Background: an optimization exercise with open tools, aiming at small area. Do not read the settings as production practice. The RTL was checked by simulation tests, not by an equivalence proof against the original design.

==> wip/lagoon <==
==> flow/design.v <==
package scc_pkg;
    localparam int NUM_CH     = 3;
    localparam int WAVE_DEPTH = 32;
    localparam int WAVE_AW    = 5;
    localparam int FREQ_W     = 12;
    localparam int VOL_W      = 4;
    localparam int SAMPLE_W   = 8;
    localparam int MIX_W      = 10;
    localparam int MUL_STEPS  = 8;
    localparam logic [2:0] REG_REGION = 3'b100;
    localparam logic [7:0] FREQ_BASE = 8'h80;
    localparam logic [7:0] VOL_BASE  = 8'h8A;
    localparam logic [7:0] MUTE_ADDR = 8'h8F;
    typedef logic signed [SAMPLE_W-1:0] wave_sample_t;
    typedef logic [FREQ_W-1:0] freq_t;
    typedef logic [VOL_W-1:0] vol_t;
    typedef struct packed {
        logic [2:0]         voice;
        logic [WAVE_AW-1:0] index;
    } wave_addr_t;
    typedef struct packed {
        logic [2:0] region;
        logic       unused;
        logic [3:0] regnum;
    } reg_addr_t;
    typedef union packed {
        wave_addr_t wave;
        reg_addr_t  regs;
    } scc_addr_u;
endpackage
`timescale 1ns/1ps
import scc_pkg::*;
module scc_regs
(
    input  logic               emuclk,
    input  logic               rst_n,
    input  logic               i_cs_n,
    input  logic               i_wr_n,
    input  logic               i_rd_n,
    input  logic [7:0]         i_addr,
    input  logic [7:0]         i_data,
    input  logic [NUM_CH-1:0][SAMPLE_W-1:0] i_ram_rdata,
    output logic [7:0]         o_data,
    output logic               o_clr,
    output logic               o_phase,
    output logic [NUM_CH-1:0]  o_ram_we,
    output logic [NUM_CH-1:0][FREQ_W-1:0] o_freq,
    output logic [NUM_CH-1:0][VOL_W-1:0] o_vol,
    output logic [NUM_CH-1:0]  o_enable,
    output logic [NUM_CH-1:0]  o_freq_load
);
    logic              wr_en;
    logic              rd_en;
    logic              reg_wr;
    logic [NUM_CH-1:0] freq_lo_wr;
    logic [NUM_CH-1:0] freq_hi_wr;
    logic [NUM_CH-1:0] vol_wr;
    logic              mute_wr;
    logic [3:0]        r;
    assign wr_en  = ~i_cs_n & ~i_wr_n;
    assign rd_en  = ~i_cs_n & ~i_rd_n & ~o_clr;
    assign reg_wr = wr_en & (i_addr[7:5] == REG_REGION);
    assign r      = i_addr[3:0];
    always_comb begin
        for (int n = 0; n < NUM_CH; n++) begin
            o_ram_we[n]   = wr_en & (i_addr[7:5] == 3'(n));
            freq_lo_wr[n] = reg_wr & (r == 4'(2 * n));
            freq_hi_wr[n] = reg_wr & (r == 4'(2 * n + 1));
            vol_wr[n]     = reg_wr & (r == 4'(10 + n));
        end
    end
    assign mute_wr = reg_wr & (r == 4'hF);
    always_comb begin
        o_data = '0;
        for (int n = 0; n < NUM_CH; n++) begin
            if (rd_en && i_addr[7:5] == 3'(n)) begin
                o_data = i_ram_rdata[n] ^ {8{o_phase}};
            end
        end
    end
    always_ff @(posedge emuclk or negedge rst_n) begin
        if (!rst_n) begin
            o_clr <= 1'b1;
        end else begin
            o_clr <= 1'b0;
        end
    end
    always_ff @(posedge emuclk or negedge rst_n) begin
        if (!rst_n) begin
            o_phase <= 1'b0;
        end else begin
            o_phase <= o_clr || !o_phase;
        end
    end
    always_ff @(posedge emuclk) begin
        for (int n = 0; n < NUM_CH; n++) begin
            o_freq[n][7:0] <= ({8{freq_lo_wr[n]}} & i_data)
                            | ({8{!freq_lo_wr[n] && !o_clr}} & o_freq[n][7:0]);
            o_freq[n][FREQ_W-1:8] <= ({4{freq_hi_wr[n]}} & i_data[3:0])
                                   | ({4{!freq_hi_wr[n] && !o_clr}} & o_freq[n][FREQ_W-1:8]);
            o_vol[n] <= ({VOL_W{vol_wr[n]}} & i_data[VOL_W-1:0])
                      | ({VOL_W{!vol_wr[n] && !o_clr}} & o_vol[n]);
        end
        o_enable <= ({NUM_CH{mute_wr}} & i_data[NUM_CH-1:0])
                  | ({NUM_CH{!mute_wr && !o_clr}} & o_enable);
        o_freq_load <= freq_lo_wr | freq_hi_wr;
    end
endmodule
`timescale 1ns/1ps
import scc_pkg::*;
module scc_wave_ram
(
    input  logic                emuclk,
    input  logic                i_clr,
    input  logic                i_we,
    input  logic [WAVE_AW-1:0]  i_index,        
    input  logic [SAMPLE_W-1:0] i_wdata_ph,     
    input  logic [WAVE_AW-1:0]  i_pos,          
    input  logic                i_tick,         
    output logic [SAMPLE_W-1:0] o_play_raw,
    output logic [SAMPLE_W-1:0] o_cpu_raw
);
    logic [SAMPLE_W-1:0]   mem [WAVE_DEPTH];
    logic [WAVE_AW-1:0]    rslot;    
    logic [WAVE_AW-1:0]    wslot;    
    logic [WAVE_DEPTH-1:0] wr;
    logic [WAVE_DEPTH-1:0] rot;
    logic [WAVE_DEPTH-1:0] hold;
    assign rslot = i_index - i_pos;
    assign wslot = rslot - WAVE_AW'(i_tick);
    always_comb begin
        for (int s = 0; s < WAVE_DEPTH; s++) begin
            wr[s]   = i_we && (wslot == WAVE_AW'(s));
            rot[s]  = !wr[s] && !i_clr && i_tick;
            hold[s] = !wr[s] && !i_clr && !i_tick;
        end
    end
    logic [SAMPLE_W-1:0] mem_next [WAVE_DEPTH];
    for (genvar s = 0; s < WAVE_DEPTH; s++) begin : g_slot
        for (genvar b = 0; b < SAMPLE_W; b++) begin : g_bit
            scc_aoi222 u_next (
                .a1 (wr[s]),   .a2 (i_wdata_ph[b]),
                .b1 (rot[s]),  .b2 (mem[(s + 1) % WAVE_DEPTH][b]),
                .c1 (hold[s]), .c2 (mem[s][b]),
                .y  (mem_next[s][b])
            );
        end
    end
    always_ff @(posedge emuclk) begin
        for (int s = 0; s < WAVE_DEPTH; s++) begin
            mem[s] <= mem_next[s];
        end
    end
    assign o_play_raw = mem[0];
    assign o_cpu_raw  = mem[rslot];
endmodule
module scc_aoi222
(
    input  logic a1,
    input  logic a2,
    input  logic b1,
    input  logic b2,
    input  logic c1,
    input  logic c2,
    output logic y
);
    assign y = ~((a1 & a2) | (b1 & b2) | (c1 & c2));
endmodule
`timescale 1ns/1ps
import scc_pkg::*;
module scc_voice
(
    input  logic                emuclk,
    input  logic                rst_n,
    input  logic                i_clr,
    input  logic [FREQ_W-1:0]   i_freq,
    input  logic                i_freq_load,
    input  logic [VOL_W-1:0]    i_vol,
    input  logic                i_enable,
    input  logic [SAMPLE_W-1:0] i_wave,
    output logic [WAVE_AW-1:0]  o_play_addr,
    output logic                o_tick,
    output logic [SAMPLE_W-1:0] o_sample
);
    logic [FREQ_W-1:0]   cnt;
    logic                tick;
    logic [VOL_W-1:0]    vol_lat;
    logic                wave_pend;
    logic                busy;
    logic [2:0]          step;
    logic                last_step;
    logic                fire;
    logic                zero;
    logic [SAMPLE_W-1:0] wave_sh;    
    logic [VOL_W-1:0]    acc;        
    logic [VOL_W:0]      addend;
    logic [VOL_W:0]      sum;
    logic [FREQ_W-1:0]   cnt_next;
    assign tick      = i_clr || ((cnt == '0) && !i_freq_load);
    assign last_step = (step == 3'(MUL_STEPS - 1));
    assign fire      = busy && last_step;
    assign o_tick    = tick;
    assign zero      = i_clr || !i_enable;
    always_ff @(posedge emuclk or negedge rst_n) begin
        if (!rst_n) begin
            o_play_addr <= '0;
        end else if (tick) begin
            o_play_addr <= o_play_addr + 1'b1;
        end
    end
    always_comb begin
        if (i_clr) begin
            cnt_next = '0;
        end else if (i_freq_load || tick) begin
            cnt_next = i_freq;
        end else begin
            cnt_next = cnt - 1'b1;
        end
    end
    assign addend = wave_sh[0] ? (last_step ? -{1'b0, vol_lat} : {1'b0, vol_lat}) : '0;
    assign sum    = {1'b0, acc} + addend;
    always_ff @(posedge emuclk) begin
        cnt       <= cnt_next;
        wave_pend <= tick;
        busy      <= !tick && (wave_pend || (busy && !last_step));
        vol_lat   <= ({VOL_W{tick && !i_clr}} & i_vol) | ({VOL_W{!tick}} & vol_lat);
        o_sample  <= ({SAMPLE_W{fire && !zero}} & {sum, wave_sh[SAMPLE_W-1:SAMPLE_W-3]})
                   | ({SAMPLE_W{!fire && !zero}} & o_sample);
        if (wave_pend) begin
            step    <= '0;
            wave_sh <= i_wave;
            acc     <= '0;
        end else begin
            step    <= step + 1'b1;
            wave_sh <= {sum[0], wave_sh[SAMPLE_W-1:1]};
            acc     <= sum[VOL_W:1];
        end
    end
endmodule
`timescale 1ns/1ps
import scc_pkg::*;
module scc_mixer
(
    input  logic                    emuclk,
    input  logic                    rst_n,
    input  logic                    i_clr,
    input  logic [NUM_CH-1:0][SAMPLE_W-1:0] i_samples,
    output logic signed [MIX_W-1:0] o_sound
);
    logic signed [MIX_W-1:0] sum;
    always_comb begin
        sum = '0;
        for (int n = 0; n < NUM_CH; n++) begin
            sum = sum + MIX_W'($signed(i_samples[n]));
        end
    end
    always_ff @(posedge emuclk or negedge rst_n) begin
        if (!rst_n) begin
            o_sound <= '0;
        end else begin
            o_sound <= sum & {MIX_W{!i_clr}};
        end
    end
endmodule
`timescale 1ns/1ps
import scc_pkg::*;
module scc_top
(
    input  logic                    emuclk,
    input  logic                    rst_n,
    input  logic                    i_cs_n,
    input  logic                    i_wr_n,
    input  logic                    i_rd_n,
    input  logic [7:0]              i_addr,
    input  logic [7:0]              i_data,
    output logic [7:0]              o_data,
    output logic signed [MIX_W-1:0] o_sound
);
    logic                            clr;
    logic                            phase;
    logic [SAMPLE_W-1:0]             wdata_ph;
    logic [NUM_CH-1:0][SAMPLE_W-1:0] play_raw;
    logic [NUM_CH-1:0]               ram_we;
    logic [NUM_CH-1:0][SAMPLE_W-1:0] ram_rdata;
    logic [NUM_CH-1:0][FREQ_W-1:0]   freq;
    logic [NUM_CH-1:0][VOL_W-1:0]    vol;
    logic [NUM_CH-1:0]               enable;
    logic [NUM_CH-1:0]               freq_load;
    logic [NUM_CH-1:0][WAVE_AW-1:0]  play_addr;
    logic [NUM_CH-1:0]               tick;
    logic [NUM_CH-1:0][SAMPLE_W-1:0] play_data;
    logic [NUM_CH-1:0][SAMPLE_W-1:0] samples;
    scc_regs u_regs (
        .emuclk      (emuclk),
        .rst_n       (rst_n),
        .i_cs_n      (i_cs_n),
        .i_wr_n      (i_wr_n),
        .i_rd_n      (i_rd_n),
        .i_addr      (i_addr),
        .i_data      (i_data),
        .i_ram_rdata (ram_rdata),
        .o_data      (o_data),
        .o_clr       (clr),
        .o_phase     (phase),
        .o_ram_we    (ram_we),
        .o_freq      (freq),
        .o_vol       (vol),
        .o_enable    (enable),
        .o_freq_load (freq_load)
    );
    assign wdata_ph = i_data ^ {SAMPLE_W{phase}};
    for (genvar n = 0; n < NUM_CH; n++) begin : g_voice
        assign play_data[n] = play_raw[n] ^ {SAMPLE_W{phase}};
        scc_wave_ram u_ram (
            .emuclk      (emuclk),
            .i_clr       (clr),
            .i_we        (ram_we[n]),
            .i_index     (i_addr[WAVE_AW-1:0]),
            .i_wdata_ph  (wdata_ph),
            .i_pos       (play_addr[n]),
            .i_tick      (tick[n]),
            .o_play_raw  (play_raw[n]),
            .o_cpu_raw   (ram_rdata[n])
        );
        scc_voice u_voice (
            .emuclk      (emuclk),
            .rst_n       (rst_n),
            .i_clr       (clr),
            .i_freq      (freq[n]),
            .i_freq_load (freq_load[n]),
            .i_vol       (vol[n]),
            .i_enable    (enable[n]),
            .i_wave      (play_data[n]),
            .o_play_addr (play_addr[n]),
            .o_tick      (tick[n]),
            .o_sample    (samples[n])
        );
    end
    scc_mixer u_mixer (
        .emuclk    (emuclk),
        .rst_n     (rst_n),
        .i_clr     (clr),
        .i_samples (samples),
        .o_sound   (o_sound)
    );
endmodule
==> flow/flow/run.sh <==
#!/bin/bash
# Standard layout (the standard.sh) with two changes:
#  - synthesis maps the logic with an area-oriented ABC script (flow/abc_area.script)
#    in place of ORFS's; everything else in synthesis is synth_recipe.tcl unchanged;
#  - clock tree synthesis runs without dummy loads, with the options in CTS_ARGS below.
set -euo pipefail
export MY_WORK_DIR=$(pwd)
export MY_FLOW_DIR=$MY_WORK_DIR/flow
CTS="-sink_clustering_enable -repair_clock_nets -dont_use_dummy_load -sink_clustering_size 20 -sink_clustering_max_diameter 100"
bash standard.sh "SYNTH_SCRIPT=$MY_FLOW_DIR/synth.tcl" "CTS_ARGS=$CTS" ${STOP_AT:-finish} > "$MY_WORK_DIR/flow_make.log" 2>&1
==> flow/flow/abc_area.script <==
strash
&get -n
&dch -f
&nf -a -R 1000
&put
topo
==> flow/flow/cellmap.v <==
// Maps the design's per-bit AND-OR-invert modules onto the matching library cell.
module scc_aoi222 (input a1, input a2, input b1, input b2, input c1, input c2, output y);
    sky130_fd_sc_hd__a222oi_1 _TECHMAP_REPLACE_ (
        .A1(a1), .A2(a2), .B1(b1), .B2(b2), .C1(c1), .C2(c2), .Y(y));
endmodule
==> flow/flow/synth.tcl <==
# The standard synthesis (synth_recipe.tcl) with two changes: right after the design's
# hierarchy is first elaborated, its scc_aoi222 modules are mapped onto the library's
# a222oi cell (flow/cellmap.v); and ABC maps the rest of the logic with an area-oriented
# script (flow/abc_area.script) in place of ORFS's.
set ::my_cells_mapped 0
proc hierarchy {args} {
  yosys hierarchy {*}$args
  if { !$::my_cells_mapped } {
    set ::my_cells_mapped 1
    yosys techmap -map $::env(MY_FLOW_DIR)/cellmap.v t:scc_aoi222
    yosys hierarchy {*}$args
  }
}
proc abc {args} {
  set i [lsearch -exact $args -script]
  if { $i >= 0 } { lset args [expr {$i + 1}] $::env(MY_FLOW_DIR)/abc_area.script }
  yosys abc {*}$args
}
source $::env(MY_WORK_DIR)/synth_recipe.tcl
==> flow/standard.sh <==
#!/bin/bash
# synth_recipe.tcl (not shown) runs the flow's synth.tcl, then flattens the netlist and writes it again
# the make line also repeats each setting of config.mk as NAME=value (left out here)
make -C /OpenROAD-flow-scripts/flow DESIGN_CONFIG=/design/flow/config.mk WORK_HOME=/design/flow/orfs CLKGATE_MAP_FILE= SYNTH_SCRIPT=/design/flow/synth_recipe.tcl "${@:-finish}"
==> flow/config.mk <==
export PLATFORM = sky130hd
export DESIGN_NAME = scc_top
export DESIGN_NICKNAME = scc_top
export VERILOG_FILES = /design/flow/design.v
export SDC_FILE = /design/flow/constraint.sdc
export NUM_CORES = 4
export LEC_CHECK = 0
export ABC_AREA = 1
export CAP_MARGIN = 20
export CORE_MARGIN = 2
export CORE_UTILIZATION = 40
export SLEW_MARGIN = 20
==> flow/constraint.sdc <==
create_clock -name core_clock -period 15.0 [get_ports {emuclk}]
set_input_delay 3.0000 -clock core_clock [delete_from_list [all_inputs] [get_ports {emuclk}]]
set_output_delay 3.0000 -clock core_clock [all_outputs]
set_load 0.01 [all_outputs]
==> wip/pepper: changes against wip/lagoon <==
--- a/flow/design.v
+++ b/flow/design.v
@@ -42,7 +42,6 @@
     input  logic [NUM_CH-1:0][SAMPLE_W-1:0] i_ram_rdata,
     output logic [7:0]         o_data,
     output logic               o_clr,
-    output logic               o_phase,
     output logic [NUM_CH-1:0]  o_ram_we,
     output logic [NUM_CH-1:0][FREQ_W-1:0] o_freq,
     output logic [NUM_CH-1:0][VOL_W-1:0] o_vol,
@@ -74,7 +73,7 @@
         o_data = '0;
         for (int n = 0; n < NUM_CH; n++) begin
             if (rd_en && i_addr[7:5] == 3'(n)) begin
-                o_data = i_ram_rdata[n] ^ {8{o_phase}};
+                o_data = i_ram_rdata[n];
             end
         end
     end
@@ -85,13 +84,6 @@
             o_clr <= 1'b0;
         end
     end
-    always_ff @(posedge emuclk or negedge rst_n) begin
-        if (!rst_n) begin
-            o_phase <= 1'b0;
-        end else begin
-            o_phase <= o_clr || !o_phase;
-        end
-    end
     always_ff @(posedge emuclk) begin
         for (int n = 0; n < NUM_CH; n++) begin
             o_freq[n][7:0] <= ({8{freq_lo_wr[n]}} & i_data)
@@ -110,61 +102,31 @@
 import scc_pkg::*;
 module scc_wave_ram
 (
-    input  logic                emuclk,
-    input  logic                i_clr,
-    input  logic                i_we,
-    input  logic [WAVE_AW-1:0]  i_index,        
-    input  logic [SAMPLE_W-1:0] i_wdata_ph,     
-    input  logic [WAVE_AW-1:0]  i_pos,          
-    input  logic                i_tick,         
-    output logic [SAMPLE_W-1:0] o_play_raw,
-    output logic [SAMPLE_W-1:0] o_cpu_raw
+    input  logic               emuclk,
+    input  logic               i_clr,
+    input  logic               i_we,
+    input  logic [WAVE_AW-1:0] i_waddr,
+    input  logic [SAMPLE_W-1:0] i_wdata,
+    input  logic [WAVE_AW-1:0] i_play_addr,
+    output logic [SAMPLE_W-1:0] o_play_data,
+    output logic [SAMPLE_W-1:0] o_cpu_data
 );
-    logic [SAMPLE_W-1:0]   mem [WAVE_DEPTH];
-    logic [WAVE_AW-1:0]    rslot;    
-    logic [WAVE_AW-1:0]    wslot;    
-    logic [WAVE_DEPTH-1:0] wr;
-    logic [WAVE_DEPTH-1:0] rot;
+    logic [SAMPLE_W-1:0] mem [WAVE_DEPTH];
+    logic [WAVE_DEPTH-1:0] we;
     logic [WAVE_DEPTH-1:0] hold;
-    assign rslot = i_index - i_pos;
-    assign wslot = rslot - WAVE_AW'(i_tick);
     always_comb begin
-        for (int s = 0; s < WAVE_DEPTH; s++) begin
-            wr[s]   = i_we && (wslot == WAVE_AW'(s));
-            rot[s]  = !wr[s] && !i_clr && i_tick;
-            hold[s] = !wr[s] && !i_clr && !i_tick;
-        end
-    end
-    logic [SAMPLE_W-1:0] mem_next [WAVE_DEPTH];
-    for (genvar s = 0; s < WAVE_DEPTH; s++) begin : g_slot
-        for (genvar b = 0; b < SAMPLE_W; b++) begin : g_bit
-            scc_aoi222 u_next (
-                .a1 (wr[s]),   .a2 (i_wdata_ph[b]),
-                .b1 (rot[s]),  .b2 (mem[(s + 1) % WAVE_DEPTH][b]),
-                .c1 (hold[s]), .c2 (mem[s][b]),
-                .y  (mem_next[s][b])
-            );
+        for (int k = 0; k < WAVE_DEPTH; k++) begin
+            we[k]   = i_we && (i_waddr == WAVE_AW'(k));
+            hold[k] = !we[k] && !i_clr;
         end
     end
     always_ff @(posedge emuclk) begin
-        for (int s = 0; s < WAVE_DEPTH; s++) begin
-            mem[s] <= mem_next[s];
+        for (int k = 0; k < WAVE_DEPTH; k++) begin
+            mem[k] <= ({SAMPLE_W{we[k]}} & i_wdata) | ({SAMPLE_W{hold[k]}} & mem[k]);
         end
     end
-    assign o_play_raw = mem[0];
-    assign o_cpu_raw  = mem[rslot];
-endmodule
-module scc_aoi222
-(
-    input  logic a1,
-    input  logic a2,
-    input  logic b1,
-    input  logic b2,
-    input  logic c1,
-    input  logic c2,
-    output logic y
-);
-    assign y = ~((a1 & a2) | (b1 & b2) | (c1 & c2));
+    assign o_play_data = mem[i_play_addr];
+    assign o_cpu_data  = mem[i_waddr];
 endmodule
 `timescale 1ns/1ps
 import scc_pkg::*;
@@ -179,7 +141,6 @@
     input  logic                i_enable,
     input  logic [SAMPLE_W-1:0] i_wave,
     output logic [WAVE_AW-1:0]  o_play_addr,
-    output logic                o_tick,
     output logic [SAMPLE_W-1:0] o_sample
 );
     logic [FREQ_W-1:0]   cnt;
@@ -199,7 +160,6 @@
     assign tick      = i_clr || ((cnt == '0) && !i_freq_load);
     assign last_step = (step == 3'(MUL_STEPS - 1));
     assign fire      = busy && last_step;
-    assign o_tick    = tick;
     assign zero      = i_clr || !i_enable;
     always_ff @(posedge emuclk or negedge rst_n) begin
         if (!rst_n) begin
@@ -277,9 +237,6 @@
     output logic signed [MIX_W-1:0] o_sound
 );
     logic                            clr;
-    logic                            phase;
-    logic [SAMPLE_W-1:0]             wdata_ph;
-    logic [NUM_CH-1:0][SAMPLE_W-1:0] play_raw;
     logic [NUM_CH-1:0]               ram_we;
     logic [NUM_CH-1:0][SAMPLE_W-1:0] ram_rdata;
     logic [NUM_CH-1:0][FREQ_W-1:0]   freq;
@@ -287,7 +244,6 @@
     logic [NUM_CH-1:0]               enable;
     logic [NUM_CH-1:0]               freq_load;
     logic [NUM_CH-1:0][WAVE_AW-1:0]  play_addr;
-    logic [NUM_CH-1:0]               tick;
     logic [NUM_CH-1:0][SAMPLE_W-1:0] play_data;
     logic [NUM_CH-1:0][SAMPLE_W-1:0] samples;
     scc_regs u_regs (
@@ -301,26 +257,22 @@
         .i_ram_rdata (ram_rdata),
         .o_data      (o_data),
         .o_clr       (clr),
-        .o_phase     (phase),
         .o_ram_we    (ram_we),
         .o_freq      (freq),
         .o_vol       (vol),
         .o_enable    (enable),
         .o_freq_load (freq_load)
     );
-    assign wdata_ph = i_data ^ {SAMPLE_W{phase}};
     for (genvar n = 0; n < NUM_CH; n++) begin : g_voice
-        assign play_data[n] = play_raw[n] ^ {SAMPLE_W{phase}};
         scc_wave_ram u_ram (
             .emuclk      (emuclk),
             .i_clr       (clr),
             .i_we        (ram_we[n]),
-            .i_index     (i_addr[WAVE_AW-1:0]),
-            .i_wdata_ph  (wdata_ph),
-            .i_pos       (play_addr[n]),
-            .i_tick      (tick[n]),
-            .o_play_raw  (play_raw[n]),
-            .o_cpu_raw   (ram_rdata[n])
+            .i_waddr     (i_addr[WAVE_AW-1:0]),
+            .i_wdata     (i_data),
+            .i_play_addr (play_addr[n]),
+            .o_play_data (play_data[n]),
+            .o_cpu_data  (ram_rdata[n])
         );
         scc_voice u_voice (
             .emuclk      (emuclk),
@@ -332,7 +284,6 @@
             .i_enable    (enable[n]),
             .i_wave      (play_data[n]),
             .o_play_addr (play_addr[n]),
-            .o_tick      (tick[n]),
             .o_sample    (samples[n])
         );
     end
--- a/flow/flow/run.sh
+++ b/flow/flow/run.sh
@@ -7,4 +7,4 @@
 export MY_WORK_DIR=$(pwd)
 export MY_FLOW_DIR=$MY_WORK_DIR/flow
 CTS="-sink_clustering_enable -repair_clock_nets -dont_use_dummy_load -sink_clustering_size 20 -sink_clustering_max_diameter 100"
-bash standard.sh "SYNTH_SCRIPT=$MY_FLOW_DIR/synth.tcl" "CTS_ARGS=$CTS" ${STOP_AT:-finish} > "$MY_WORK_DIR/flow_make.log" 2>&1
+bash standard.sh "SYNTH_SCRIPT=$MY_FLOW_DIR/synth.tcl" "CTS_ARGS=$CTS" "${STOP_AT:-finish}" > "$MY_WORK_DIR/flow_make.log" 2>&1
==> flow/flow/synth.tcl (replaced) <==
# The standard synthesis (synth_recipe.tcl) with only the ABC mapping script replaced.
proc abc {args} {
  set i [lsearch -exact $args -script]
  if { $i >= 0 } { lset args [expr {$i + 1}] $::env(MY_FLOW_DIR)/abc_area.script }
  yosys abc {*}$args
}
source $::env(MY_WORK_DIR)/synth_recipe.tcl
removed: flow/flow/cellmap.v
==> flow_metrics.tcl <==
set metrics [dict create \
    status "finished clean" \
    clock_area_frac 0.0322 \
    clock_buffers 56 \
    cts_buffers 56 \
    fp.dieH_um 319 \
    grtUsageMet2 0.485 \
    period_share 0.711 \
    fin_area_sq_um 43600 \
    powerSeq_w 0.00273 \
    post_drt_via_cell_ratio 7.30 \
]
-- figures above: wip/pepper

==> flow_metrics.tcl <==
set metrics [dict create \
    status "finished clean" \
    clock_area_frac 0.0327 \
    antenna_found_initial 4 \
    largest_reg_flops 768 \
    cp.required_ps 12000 \
    cts_buffers 55 \
    fin_area_sq_um 42000 \
    fp.dieH_um 313 \
    grtUsageMet2 0.390 \
    clock_buffers 55 \
    worstSetupPathType "input pin to output port" \
    dieWidth_um 313 \
    clock_latency_ps 650 \
    wl_met3_um 12900 \
    period_share 0.804 \
    drtIter0Drc 8758 \
]
-- figures above: wip/lagoon

==> afterwards: timing with drivers on the ports <==
No port has a modelled driver above. Below, the same layouts with a new extraction and two added sets of constraints.
Step 1 sets driving cells, clkbuf_16 on the clock port and buf_2 on the other inputs (assumed; they add their load-dependent delay and slew).
Step 2 also shifts input and output timing later by t, the mid clock arrival at the registers, as if the neighbouring blocks saw the same clock.
a / b / c = ideal / step 1 / step 2; a / b = the first two.
run | shift t [ns] | setup slack, ns | clock arrival spread, ns
wip/lagoon | 0.710 | 2.941 / 2.904 / 2.904 | 0.029 / 0.029
wip/pepper | 0.740 | 4.340 / 4.261 / 4.261 | 0.048 / 0.048
After both steps setup and hold are still met in every run listed. The setup slack of wip/pepper, which loses most, moves by -0.079 ns with the drivers and by -0.079 ns with both steps.
